This is an optimization exercise on Yosys and OpenROAD, whose aim is small area, a short achievable clock period and few clock cycles per item, not a production implementation.
The RTL was checked by simulation tests, not by an equivalence proof against the original design.

==> flow/design.v, too long to show whole: its modules and the start of the top module <==
// module gdd_ctrl: 24 lines
// module gdd_doy: 45 lines
// module gdd_cent: 15 lines
// module gdd_dp: 58 lines
// module gdd_add_bk: 31 lines
// module gdd_add_sk: 26 lines
// module gdd_sum_p: 105 lines
// module gdd_sum_u: 174 lines
// module gdd_sum_dd: 10 lines
// module gdd_sum_d: 384 lines
// module gregorian_date_difference: 39 lines
module gregorian_date_difference (
  input  logic        clk_i,
  input  logic        rst_ni,
  input  logic        in_valid_i,
  output logic        in_ready_o,
  input  logic [4:0]  start_day_i,
  input  logic [3:0]  start_month_i,
  input  logic [13:0] start_year_i,
  input  logic [4:0]  end_day_i,
  input  logic [3:0]  end_month_i,
  input  logic [13:0] end_year_i,
  output logic        out_valid_o,
  input  logic        out_ready_i,
  output logic [21:0] day_count_o,
  output logic        end_before_start_o
);
  // ...
==> flow/run.sh <==
#!/bin/bash
# synth_recipe.tcl (not shown) runs the flow's synth.tcl, then flattens the netlist and writes it again
# the make line also repeats each setting of config.mk as NAME=value (left out here)
make -C /OpenROAD-flow-scripts/flow DESIGN_CONFIG=/design/flow/config.mk WORK_HOME=/design/flow/orfs CLKGATE_MAP_FILE= SYNTH_SCRIPT=/design/flow/synth_recipe.tcl finish
==> flow/config.mk <==
export PLATFORM = sky130hd
export DESIGN_NAME = gregorian_date_difference
export DESIGN_NICKNAME = gregorian_date_difference
export VERILOG_FILES = /design/flow/design.v
export SDC_FILE = /design/flow/constraint.sdc
export NUM_CORES = 4
export LEC_CHECK = 0
export CAP_MARGIN = 20
export CORE_MARGIN = 2
export CORE_UTILIZATION = 60
export SETUP_SLACK_MARGIN = 2.5
export SLEW_MARGIN = 20
==> flow/constraint.sdc <==
create_clock -name core_clock -period 7.0 [get_ports {clk_i}]
set_input_delay 1.4000 -clock core_clock [delete_from_list [all_inputs] [get_ports {clk_i}]]
set_output_delay 1.4000 -clock core_clock [all_outputs]
set_load 0.01 [all_outputs]
==> impl_table.tex, run 1 <==
\begin{tabular}{lr}
\hline
Metric & Value \\
\hline
\multicolumn{2}{l}{\textbf{Detailed routing}} \\
Residual DRC & 0 \\
Detailed-routed wire length on met3 & 786 um \\
Remaining antenna violation count & 0 \\
\multicolumn{2}{l}{\textbf{Global routing}} \\
Global-route wire length before repair & 33.34 mm \\
\multicolumn{2}{l}{\textbf{Synthesis}} \\
Top cells by area in the synthesized netlist & sky130\_fd\_sc\_hd\_\_fa\_1 27\%, sky130\_fd\_sc\_hd\_\_edfxtp\_1 22\%, sky130\_fd\_sc\_hd\_\_ha\_1 18\% \\
Count of mapped cells out of synthesis & 982 \\
Number of library cell types mapped by synthesis & 63 \\
\multicolumn{2}{l}{\textbf{Cells and area}} \\
Comb\_multi\_in & slightly below 700 \\
Registers with the highest flip-flop counts & u\_dp.diff\_q (24), u\_dp.c\_q (16), u\_dp.u\_q (16) \\
Count of buffers not belonging to the clock network in the layout & 98 \\
Final cell area excluding filler cells & $\sim$12000 um2 \\
Most flops, register & u\_dp.diff\_q \\
Non-Filler Instances & about 1300 \\
Area occupied by multi-input gates & approximately 7300 um2 \\
Count of filler cells inserted in the layout & between 1000 and 1500 \\
\multicolumn{2}{l}{\textbf{Clocking}} \\
Hold Buf Count CTS & 0 \\
CTS-repair resized insts & 56 \\
Number of clock sinks & 78 \\
\multicolumn{2}{l}{\textbf{Die}} \\
Top-Level Pins & 75 \\
\multicolumn{2}{l}{\textbf{Critical path}} \\
Most repeated library cell on the critical path & sky130\_fd\_sc\_hd\_\_fa\_1 \\
Type of destination of the critical path & flop \\
Data required, critical path & 7140 ps \\
Cells along the critical path & fa\_1 -> inv\_1 -> fa\_1 -> fa\_1 -> fa\_1 -> ha\_1 -> and4\_1 -> o21ai\_0 -> a211o\_1 -> a21oi\_2 -> o22a\_1 -> mux2i\_1 -> a211oi\_2 \\
Cell depth of the worst flop-to-flop path & 13 \\
Maximum net fanout on the critical path & 4 \\
Worst setup startpoint & u\_dp.u\_q[2]\$\_DFFE\_PP\_ \\
\multicolumn{2}{l}{\textbf{STA}} \\
Final hold vios & 0 \\
\multicolumn{2}{l}{\textbf{Hold path}} \\
Min-delay worst type & flop to flop \\
Hold Path Origin & u\_ctrl.mid\_valid\_q\$\_DFFE\_PN0P\_ \\
\multicolumn{2}{l}{\textbf{Status}} \\
Result of the run & finished clean \\
\hline
\end{tabular}
Testbench counts, summed over its fixed seeds: cycles 4,816, items 4,800.
==> run 2: changes to the inputs <==
--- a/flow/config.mk
+++ b/flow/config.mk
@@ -8,5 +8,5 @@
 export CAP_MARGIN = 20
 export CORE_MARGIN = 2
 export CORE_UTILIZATION = 60
-export SETUP_SLACK_MARGIN = 2.5
+export SETUP_SLACK_MARGIN = 2.75
 export SLEW_MARGIN = 20
==> run 2 against run 1 <==
Cell count rose by 2.3%. Area after synthesis did not move. Sequential share of layout area fell by 0.65 points. Largest cell class unchanged.
==> impl_table.tex, run 2 <==
\begin{tabular}{lr}
\hline
Metric & Value \\
\hline
\multicolumn{2}{l}{\textbf{Clocking}} \\
Longest Clk Path Bufs & 2 \\
TritonCTS clock tree & done \\
Number of clock sinks & 78 (unchanged) \\
Clock slew at reported path FFs & 60 ps \\
Clock insertion delay at the later pin of the skew report & 340 ps \\
Htree depth & 3 \\
Root buffer cell & sky130\_fd\_sc\_hd\_\_clkbuf\_16 \\
Hold Buf Count CTS & 0 (unchanged) \\
Clock buffer count from CTS & 9 \\
\multicolumn{2}{l}{\textbf{Synthesis}} \\
EDFF count, synth & 76 \\
Flip-flop and latch count after synthesis & 78 \\
Most common cell in the netlist & sky130\_fd\_sc\_hd\_\_inv\_1 \\
Total nets after synthesis & 1322 \\
FFs w/ async S/R, synth & 0.02564 \\
Post-synthesis sequential area ratio & 0.2281 \\
Syn avg cell area & 10.41 um2 \\
Cell type contributing the most total cell area after synthesis & sky130\_fd\_sc\_hd\_\_fa\_1 \\
Count of mapped cells out of synthesis & 982 (unchanged) \\
Total standard cell area after synthesis & 10230 um2 \\
Number of library cell types mapped by synthesis & 63 (unchanged) \\
Top cells by area in the synthesized netlist & sky130\_fd\_sc\_hd\_\_fa\_1 27\%, sky130\_fd\_sc\_hd\_\_edfxtp\_1 22\%, sky130\_fd\_sc\_hd\_\_ha\_1 18\% \\
Post-synth top area share & 0.2721 \\
Top flip-flop cell by instance count after synthesis & sky130\_fd\_sc\_hd\_\_edfxtp\_1 \\
Leading post-synthesis cells by instance count & 217 x sky130\_fd\_sc\_hd\_\_inv\_1, 151 x sky130\_fd\_sc\_hd\_\_ha\_1, 139 x sky130\_fd\_sc\_hd\_\_fa\_1 \\
Yosys warnings & 16 \\
\multicolumn{2}{l}{\textbf{Critical path}} \\
Maximum net fanout on the critical path & 3 (-1) \\
Setup crit start kind & flop \\
WS Path Type & flop to flop \\
Arrival time of data at the critical path endpoint & 4520 ps \\
Data required, critical path & 7080 ps (-60 ps) \\
Type of destination of the critical path & flop \\
\multicolumn{2}{l}{\textbf{STA}} \\
Relative slew slack & 0.3753 \\
Final hold vios & 0 (unchanged) \\
Final number of setup-violating endpoints & 0 \\
Smallest hold slack & 464.1 ps \\
Setup ws final & 2551 ps \\
Setup skew after layout & around 6.7 ps \\
RSZ-0062 raised after global routing & yes \\
Maximum clock frequency & around 220 MHz \\
Pins Over Slew Limit & 0 \\
Final setup TNS & 0 ps \\
Period utilisation layout & 0.6356 \\
Shortest period the worst path allows & around 4400 ps \\
Transition time at the pin with the least slew margin & 937.1 ps \\
\multicolumn{2}{l}{\textbf{Die}} \\
Die ar. & 18100 um2 \\
Chip height & 134.6 um \\
Area inside the core boundary & 16640 um2 \\
Width of the chip & 134.6 um \\
Top-Level Pins & 75 (unchanged) \\
Starting utilization of the core area & 0.6145 \\
Site Rows & 47 \\
\multicolumn{2}{l}{\textbf{Cells and area}} \\
Final cell area excluding filler cells & 12380 um2 (+3.5\%) \\
Most frequent cells in the layout & 186 x sky130\_fd\_sc\_hd\_\_inv\_1, 133 x sky130\_fd\_sc\_hd\_\_ha\_1, 126 x sky130\_fd\_sc\_hd\_\_fa\_1 \\
FF+latch area & 2332 um2 \\
Synth-to-Final Area Change & 21.07\% \\
Number of inserted diodes & 0 \\
Nets@finish & 1451 \\
Registers with the highest flip-flop counts & u\_dp.diff\_q (24), u\_dp.c\_q (16), u\_dp.u\_q (16) \\
Largest register FFs & 24 \\
Count of filler cells inserted in the layout & 1228 (+0.49\%) \\
Most common cell after layout, fill and taps aside & sky130\_fd\_sc\_hd\_\_inv\_1 \\
Area occupied by multi-input gates & 7478 um2 (+2.6\%) \\
Most flops, register & u\_dp.diff\_q \\
Fraction of final layout cells sized beyond drive strength 1 & 0.1792 \\
\multicolumn{2}{l}{\textbf{Global routing}} \\
Remaining global-route overflow & 0 \\
Via count of the first global-routing pass & around 7000 \\
Initial antenna violation count & 0 \\
Largest net degree at the start of global routing & 79 \\
Total global routing track utilization & 0.2440 \\
Global-route wire length before repair & 34.42 mm (+3.2\%) \\
\multicolumn{2}{l}{\textbf{Place}} \\
Dpl hpwl & roughly 17 mm \\
Placed Area & approximately 11000 um2 \\
Number of buffer cells added on primary ports & 74 \\
Worst slack after detailed placement & 1746 ps \\
RD Place Congestion & a little over 0.9 \\
\multicolumn{2}{l}{\textbf{Detailed routing}} \\
Number of vias per cell after detailed routing & about 5.3 \\
Drt pass-1 iters & 4 \\
Remaining antenna violation count & 0 (unchanged) \\
Number of vias after detailed routing & 7031 \\
Violation count after the first detailed-route iteration & 271 \\
Residual DRC & 0 (unchanged) \\
Wire length reported by the detailed router & 21.10 mm \\
Routed wirelength normalized by instance count & 15.80 um \\
\multicolumn{2}{l}{\textbf{Status}} \\
Result of the run & finished clean \\
\multicolumn{2}{l}{\textbf{Hold path}} \\
Min-delay worst type & flop to flop \\
\multicolumn{2}{l}{\textbf{Flow run}} \\
Number of maximum-capacitance violations & 0 \\
\hline
\end{tabular}
## run 2: layer usage
| layer | share of wire | routed length [um] | track usage | vias to the layer above |
|---|---|---|---|---|
| li1 | - | - | - | 3487 |
| met1 | 0.46 | 9735 | 0.3336 | 3408 |
| met2 | 0.49 | 10360 | 0.4201 | 111 |
| met4 | 0.021 | 443 | 0.06491 | 0 |
| met3 | 0.027 | 560 | 0.02553 | 25 |
| met5 | 0 | 0 | 0 | - |
## run 2: final timing paths
check	start	end	slack, ps	cells after the start
setup / recovery	u_dp.u_q[1]$_DFFE_PP_	u_dp.diff_q[23]$_DFFE_PP_	2550	14
hold / removal	u_ctrl.mid_valid_q$_DFFE_PN0P_	u_ctrl.out_valid_q$_DFFE_PN0P_	460	1
setup reg to reg	u_dp.u_q[1]$_DFFE_PP_	u_dp.diff_q[23]$_DFFE_PP_	2550	14
hold reg to reg	u_ctrl.mid_valid_q$_DFFE_PN0P_	u_ctrl.out_valid_q$_DFFE_PN0P_	460	1
max in group asynchronous	rst_ni	u_ctrl.mid_valid_q$_DFFE_PN0P_	5660	1
min in group asynchronous	rst_ni	u_ctrl.out_valid_q$_DFFE_PN0P_	1220	1
## run 2: stage by stage
step / utilization / std cells
2_1_floorplan: - / 982
3_3_place_gp: 0.6759 / 1267
3_5_place_dp: 0.6759 / 1267
4_1_cts: 0.7257 / 1317
5_1_grt: 0.7439 / 1336
6_report: 0.7439 / 1336
## run 2: logic make-up after synthesis
kind of cell	count (synthesis)	synth area share
buffers and inverters	227	0.08332
muxes	8	0.009299
DFF	78	0.2281
xor gates and xnor gates	46	0.03940
AOI/OAI and AO/OA	154	0.1013
adders and majority gates	291	0.4578
and+or+nand+nor	178	0.08075
## run 2: repair_timing
item,CTS,global route
pin swaps,36,44
buffers inserted,34,19
gates resized for setup,131,88
cloned,0,0
endpoints found under the hold margin,0,0
setup endpoints to repair,42,25
## run 2: layout make-up
| cell class | count | area share |
|---|---|---|
| Clock buffer | 10 | 0.01930 |
| Clock inverter | 6 | 0.007479 |
| Inverter | 217 | 0.06700 |
| Multi-Input combinational cell | 677 | 0.6040 |
| Sequential cell | 78 | 0.1884 |
| Tap cell | 220 | 0.02223 |
| Timing Repair Buffer | 128 | 0.09156 |
## run 2: worst max-delay path: stages, from the launching register on
cell,delay [ps]
sky130_fd_sc_hd__edfxtp_1,460
sky130_fd_sc_hd__buf_6,160
sky130_fd_sc_hd__fa_2,530
sky130_fd_sc_hd__inv_2,40
sky130_fd_sc_hd__fa_2,350
sky130_fd_sc_hd__fa_1,480
sky130_fd_sc_hd__fa_1,540
sky130_fd_sc_hd__ha_4,310
sky130_fd_sc_hd__nand3_2,50
sky130_fd_sc_hd__a21o_1,200
sky130_fd_sc_hd__a211o_1,310
sky130_fd_sc_hd__a21oi_2,160
sky130_fd_sc_hd__o22a_2,230
sky130_fd_sc_hd__mux2i_2,270
sky130_fd_sc_hd__a211oi_2,80
==> run 3: changes to the inputs <==
--- a/flow/config.mk
+++ b/flow/config.mk
@@ -7,6 +7,6 @@
 export LEC_CHECK = 0
 export CAP_MARGIN = 20
 export CORE_MARGIN = 2
-export CORE_UTILIZATION = 60
-export SETUP_SLACK_MARGIN = 2.75
+export CORE_UTILIZATION = 70
+export SETUP_SLACK_MARGIN = 2.5
 export SLEW_MARGIN = 20
==> run 3 against run 2 <==
Register-to-register slack got worse by 60 ps. Synthesized cell count unchanged. Sequential share of layout area increased by 0.73 points. Cell count decreased by 4.9%. Area after synthesis unchanged. Core utilization increased by 8.2 points. Cell area decreased by 3.7%. First-iteration DRC count increased by 59%. Critical endpoint unchanged.
==> impl_table.tex, run 3 <==
\begin{tabular}{lr}
\hline
Metric & Value \\
\hline
\multicolumn{2}{l}{\textbf{Die}} \\
Starting utilization of the core area & 0.7090 (+0.09450) \\
Site Rows & 44 (-6.4\%) \\
Top-Level Pins & 75 (unchanged) \\
Area inside the core boundary & 14420 um2 (-13\%) \\
Die ar. & 15590 um2 (-14\%) \\
Chip height & 124.9 um (-7.2\%) \\
Width of the chip & 124.9 um (-7.2\%) \\
\multicolumn{2}{l}{\textbf{Place}} \\
Number of buffer cells added on primary ports & 74 (unchanged) \\
Post-Place Cells & 1231 (-2.8\%) \\
Worst slack after detailed placement & 1481 ps (-265.6 ps) \\
Dpl hpwl & 17.14 mm (+0.68\%) \\
RD Place Congestion & 0.8956 (-1.4\%) \\
\multicolumn{2}{l}{\textbf{Detailed routing}} \\
Number of vias per cell after detailed routing & 5.651 (+7.4\%) \\
Violation count after the first detailed-route iteration & 432 (+59\%) \\
Residual DRC & 0 (unchanged) \\
Drt pass-1 iters & 4 (unchanged) \\
Number of vias after detailed routing & 7177 (+2.1\%) \\
Wire length reported by the detailed router & 22.22 mm (+5.3\%) \\
Routed wirelength normalized by instance count & 17.50 um (+11\%) \\
Remaining antenna violation count & 0 (unchanged) \\
\multicolumn{2}{l}{\textbf{Clocking}} \\
Htree depth & 3 (unchanged) \\
Clock insertion delay at the later pin of the skew report & 340 ps (about the same) \\
Clock buffer count from CTS & 9 (unchanged) \\
TritonCTS clock tree & done \\
Longest Clk Path Bufs & 2 (unchanged) \\
Number of clock sinks & 78 (unchanged) \\
Root buffer cell & sky130\_fd\_sc\_hd\_\_clkbuf\_16 \\
Hold Buf Count CTS & 0 (unchanged) \\
Clock slew at reported path FFs & 60 ps (about the same) \\
\multicolumn{2}{l}{\textbf{Synthesis}} \\
Leading post-synthesis cells by instance count & 217 x sky130\_fd\_sc\_hd\_\_inv\_1, 151 x sky130\_fd\_sc\_hd\_\_ha\_1, 139 x sky130\_fd\_sc\_hd\_\_fa\_1 \\
Most common cell in the netlist & sky130\_fd\_sc\_hd\_\_inv\_1 \\
Flip-flop and latch count after synthesis & 78 (unchanged) \\
Total standard cell area after synthesis & 10230 um2 (unchanged) \\
Syn avg cell area & 10.41 um2 (unchanged) \\
Cell type contributing the most total cell area after synthesis & sky130\_fd\_sc\_hd\_\_fa\_1 \\
Post-synthesis sequential area ratio & 0.2281 (unchanged) \\
EDFF count, synth & 76 (unchanged) \\
Top cells by area in the synthesized netlist & sky130\_fd\_sc\_hd\_\_fa\_1 27\%, sky130\_fd\_sc\_hd\_\_edfxtp\_1 22\%, sky130\_fd\_sc\_hd\_\_ha\_1 18\% \\
Yosys warnings & 16 (unchanged) \\
Number of library cell types mapped by synthesis & 63 (unchanged) \\
FFs w/ async S/R, synth & 0.02564 (unchanged) \\
Top flip-flop cell by instance count after synthesis & sky130\_fd\_sc\_hd\_\_edfxtp\_1 \\
Count of mapped cells out of synthesis & 982 (unchanged) \\
Total nets after synthesis & 1322 (unchanged) \\
Post-synth top area share & 0.2721 (unchanged) \\
\multicolumn{2}{l}{\textbf{STA}} \\
Relative slew slack & 0.3768 (+0.001577) \\
Shortest period the worst path allows & 4510 ps (+60.34 ps) \\
Transition time at the pin with the least slew margin & 934.7 ps (-2.365 ps) \\
Smallest hold slack & 471.3 ps (+7.161 ps) \\
Final setup TNS & 0 ps (unchanged) \\
Pins Over Slew Limit & 0 (unchanged) \\
Period utilisation layout & 0.6442 (+0.008620) \\
Final hold vios & 0 (unchanged) \\
RSZ-0062 raised after global routing & yes \\
Maximum clock frequency & 221.8 MHz (-1.3\%) \\
Final number of setup-violating endpoints & 0 (unchanged) \\
Setup ws final & 2490 ps (-60.34 ps) \\
Setup skew after layout & 5.215 ps (-1.521 ps) \\
\multicolumn{2}{l}{\textbf{Cells and area}} \\
Count of filler cells inserted in the layout & 872 (-29\%) \\
Synth-to-Final Area Change & 16.53\% \\
Most flops, register & u\_dp.diff\_q \\
Most frequent cells in the layout & 199 x sky130\_fd\_sc\_hd\_\_inv\_1, 140 x sky130\_fd\_sc\_hd\_\_ha\_1, 133 x sky130\_fd\_sc\_hd\_\_fa\_1 \\
Largest register FFs & 24 (unchanged) \\
Fraction of final layout cells sized beyond drive strength 1 & 0.1068 (-0.07240) \\
Nets@finish & 1421 (-2.1\%) \\
Registers with the highest flip-flop counts & u\_dp.diff\_q (24), u\_dp.c\_q (16), u\_dp.u\_q (16) \\
Non-Filler Instances & 1270 (-4.9\%) \\
Number of inserted diodes & 0 (unchanged) \\
Most common cell after layout, fill and taps aside & sky130\_fd\_sc\_hd\_\_inv\_1 \\
\multicolumn{2}{l}{\textbf{Critical path}} \\
Endpoint of the most critical register-to-register path & u\_dp.diff\_q[23]\$\_DFFE\_PP\_ \\
Most repeated library cell on the critical path & sky130\_fd\_sc\_hd\_\_fa\_1 \\
Startpoint of the worst-slack reg-to-reg timing path & u\_dp.u\_q[5]\$\_DFFE\_PP\_ \\
Cell depth of the worst flop-to-flop path & 15 (+1) \\
Maximum net fanout on the critical path & 4 (+1) \\
Slack of the worst reg-to-reg path & 2490 ps (-60 ps) \\
Data required, critical path & 7070 ps (about the same) \\
Cells along the critical path & inv\_1 -> fa\_1 -> inv\_1 -> fa\_1 -> inv\_1 -> fa\_1 -> fa\_1 -> ha\_1 -> and4\_1 -> o21ai\_0 -> a211o\_1 -> a21oi\_2 -> o22a\_1 -> mux2i\_1 -> a211oi\_2 \\
Setup crit start kind & flop \\
Arrival time of data at the critical path endpoint & 4580 ps (+60 ps) \\
WS Path Type & flop to flop \\
CP max-delay cell & sky130\_fd\_sc\_hd\_\_fa\_1 \\
Delay of the slowest cell on the worst path & 550 ps (about the same) \\
Type of destination of the critical path & flop \\
\multicolumn{2}{l}{\textbf{Global routing}} \\
Total global routing track utilization & 0.2863 (+0.04228) \\
Initial antenna violation count & 0 (unchanged) \\
Via count of the first global-routing pass & 7344 (+5.4\%) \\
Remaining global-route overflow & 0 (unchanged) \\
Global-route wire length before repair & 35.39 mm (+2.8\%) \\
Largest net degree at the start of global routing & 79 (unchanged) \\
\multicolumn{2}{l}{\textbf{Hold path}} \\
Min-delay worst type & flop to flop \\
Hold Path Origin & u\_ctrl.mid\_valid\_q\$\_DFFE\_PN0P\_ \\
WHS Path Cells & 1 (unchanged) \\
Capture endpoint of the worst hold path & u\_ctrl.out\_valid\_q\$\_DFFE\_PN0P\_ \\
\multicolumn{2}{l}{\textbf{Status}} \\
Result of the run & finished clean \\
\multicolumn{2}{l}{\textbf{Flow run}} \\
Number of maximum-capacitance violations & 0 (unchanged) \\
\hline
\end{tabular}
## run 3: cell types whose count changed in the layout (fill, tap and decap cells not counted), moves of 7 or more
cell                             previous run  this run
sky130_fd_sc_hd__buf_4                     51        25
sky130_fd_sc_hd__dlymetal6s2s_1             3        12
sky130_fd_sc_hd__fa_1                     126       133
sky130_fd_sc_hd__fa_2                      13         6
sky130_fd_sc_hd__ha_1                     133       140
sky130_fd_sc_hd__inv_1                    186       199
sky130_fd_sc_hd__inv_2                     26        14
## run 3: worst max-delay path: cells and delay by family (launching register included)
family                     cells  cell delay (ps)
adders and majority gates      5             2140
AOI/OAI and AO/OA              5              950
DFF                            1              450
buffers and inverters          3              280
muxes                          1              240
and+or+nand+nor                1              200
## run 3: cell type report
class | instances | area, um2 | area share
Clock buffer | 11 | 232.7 | 0.01953
Clock inverter | 5 | 50.05 | 0.004200
Inverter | 217 | 827.0 | 0.06940
Multi-Input combinational cell | 677 | 7346 | 0.6164
Sequential cell | 78 | 2332 | 0.1957
Tap cell | 184 | 230.2 | 0.01932
Timing Repair Buffer | 98 | 898.4 | 0.07539
## run 3: routing by layer
layer | part of all wire | track usage | vias up | wire length, um
met2 | 0.52 | 0.5043 | 235 | 11540
li1 | - | - | 3427 | -
met1 | 0.42 | 0.3721 | 3485 | 9238
met5 | 0 | 0 | - | 0
met3 | 0.044 | 0.03694 | 30 | 973
met4 | 0.021 | 0.08889 | 0 | 468
## run 3: kinds of logic (layout without fill, tap and decap cells)
kind of cell	Yosys count	count (layout)	share of synthesized area
xor+xnor	46	46	0.03940
flops	78	78	0.2281
mux	8	8	0.009299
fa+ha+maj	291	291	0.4578
buf+inv	227	331	0.08332
compound gates	154	154	0.1013
simple gates	178	178	0.08075
## run 3: how the worst max path moves through the flow
| stage | cells past startpoint | endpoint | slack, ps | start |
|---|---|---|---|---|
| after floorplan | 17 | u_dp.dt_q[8]$_DFFE_PP_ | 2510 | start_month_i[1] |
| after global placement | 15 | u_dp.dt_q[8]$_DFFE_PP_ | 1650 | end_month_i[2] |
| after detailed placement | 16 | u_dp.dt_q[8]$_DFFE_PP_ | 1480 | start_month_i[2] |
| after CTS | 13 | u_dp.diff_q[20]$_DFFE_PP_ | 2470 | u_dp.u_q[1]$_DFFE_PP_ |
| after global routing | 15 | u_dp.diff_q[20]$_DFFE_PP_ | 2350 | u_dp.u_q[5]$_DFFE_PP_ |
| final | 15 | u_dp.diff_q[23]$_DFFE_PP_ | 2490 | u_dp.u_q[5]$_DFFE_PP_ |
## run 3: what timing repair did
| action | 4_1_cts | 5_1_grt |
|---|---|---|
| gates resized for setup | 52 | 80 |
| pin swaps | 6 | 28 |
| setup buffers | 6 | 17 |
| endpoints found under the setup margin | 29 | 22 |
## run 3: metrics by stage
step | instance area [um2] | utilization
after floorplan | 10230 | -
final | 11920 | 0.8262
after detailed placement | 11170 | 0.7747
after global routing | 11920 | 0.8262
after CTS | 11560 | 0.8013
after global placement | 11170 | 0.7747

-- static timing again, ports no longer ideal --
In the flow no input, the clock included, has a driving cell. The finished layouts below were timed again as built, in two steps.
Step 1, drivers: a clkbuf_16 drives clk_i and a buf_2 each remaining input, both assumed.
Step 2 times the ports against the registers' clock, not the clock port: input delays grow and output delays shrink by t, the midpoint of the rising clock arrivals with the driver on.
a / b / c = ideal / step 1 / step 2; a / b = the first two.
run | t, ns | slack for setup (ns) | clock arrival spread, ns | cell pins on the clock port's net
run 1 | 0.375 | 2.562 / 2.562 / 2.230 | 0.008 / 0.008 | 1
run 2 | 0.372 | 2.551 / 2.551 / 2.372 | 0.007 / 0.006 | 1
run 3 | 0.371 | 2.490 / 2.490 / 2.194 | 0.007 / 0.007 | 1
After both steps every run listed still meets setup and hold. The setup slack of run 1, which loses most, moves by 0.000 ns with the drivers and by -0.332 ns with both steps.
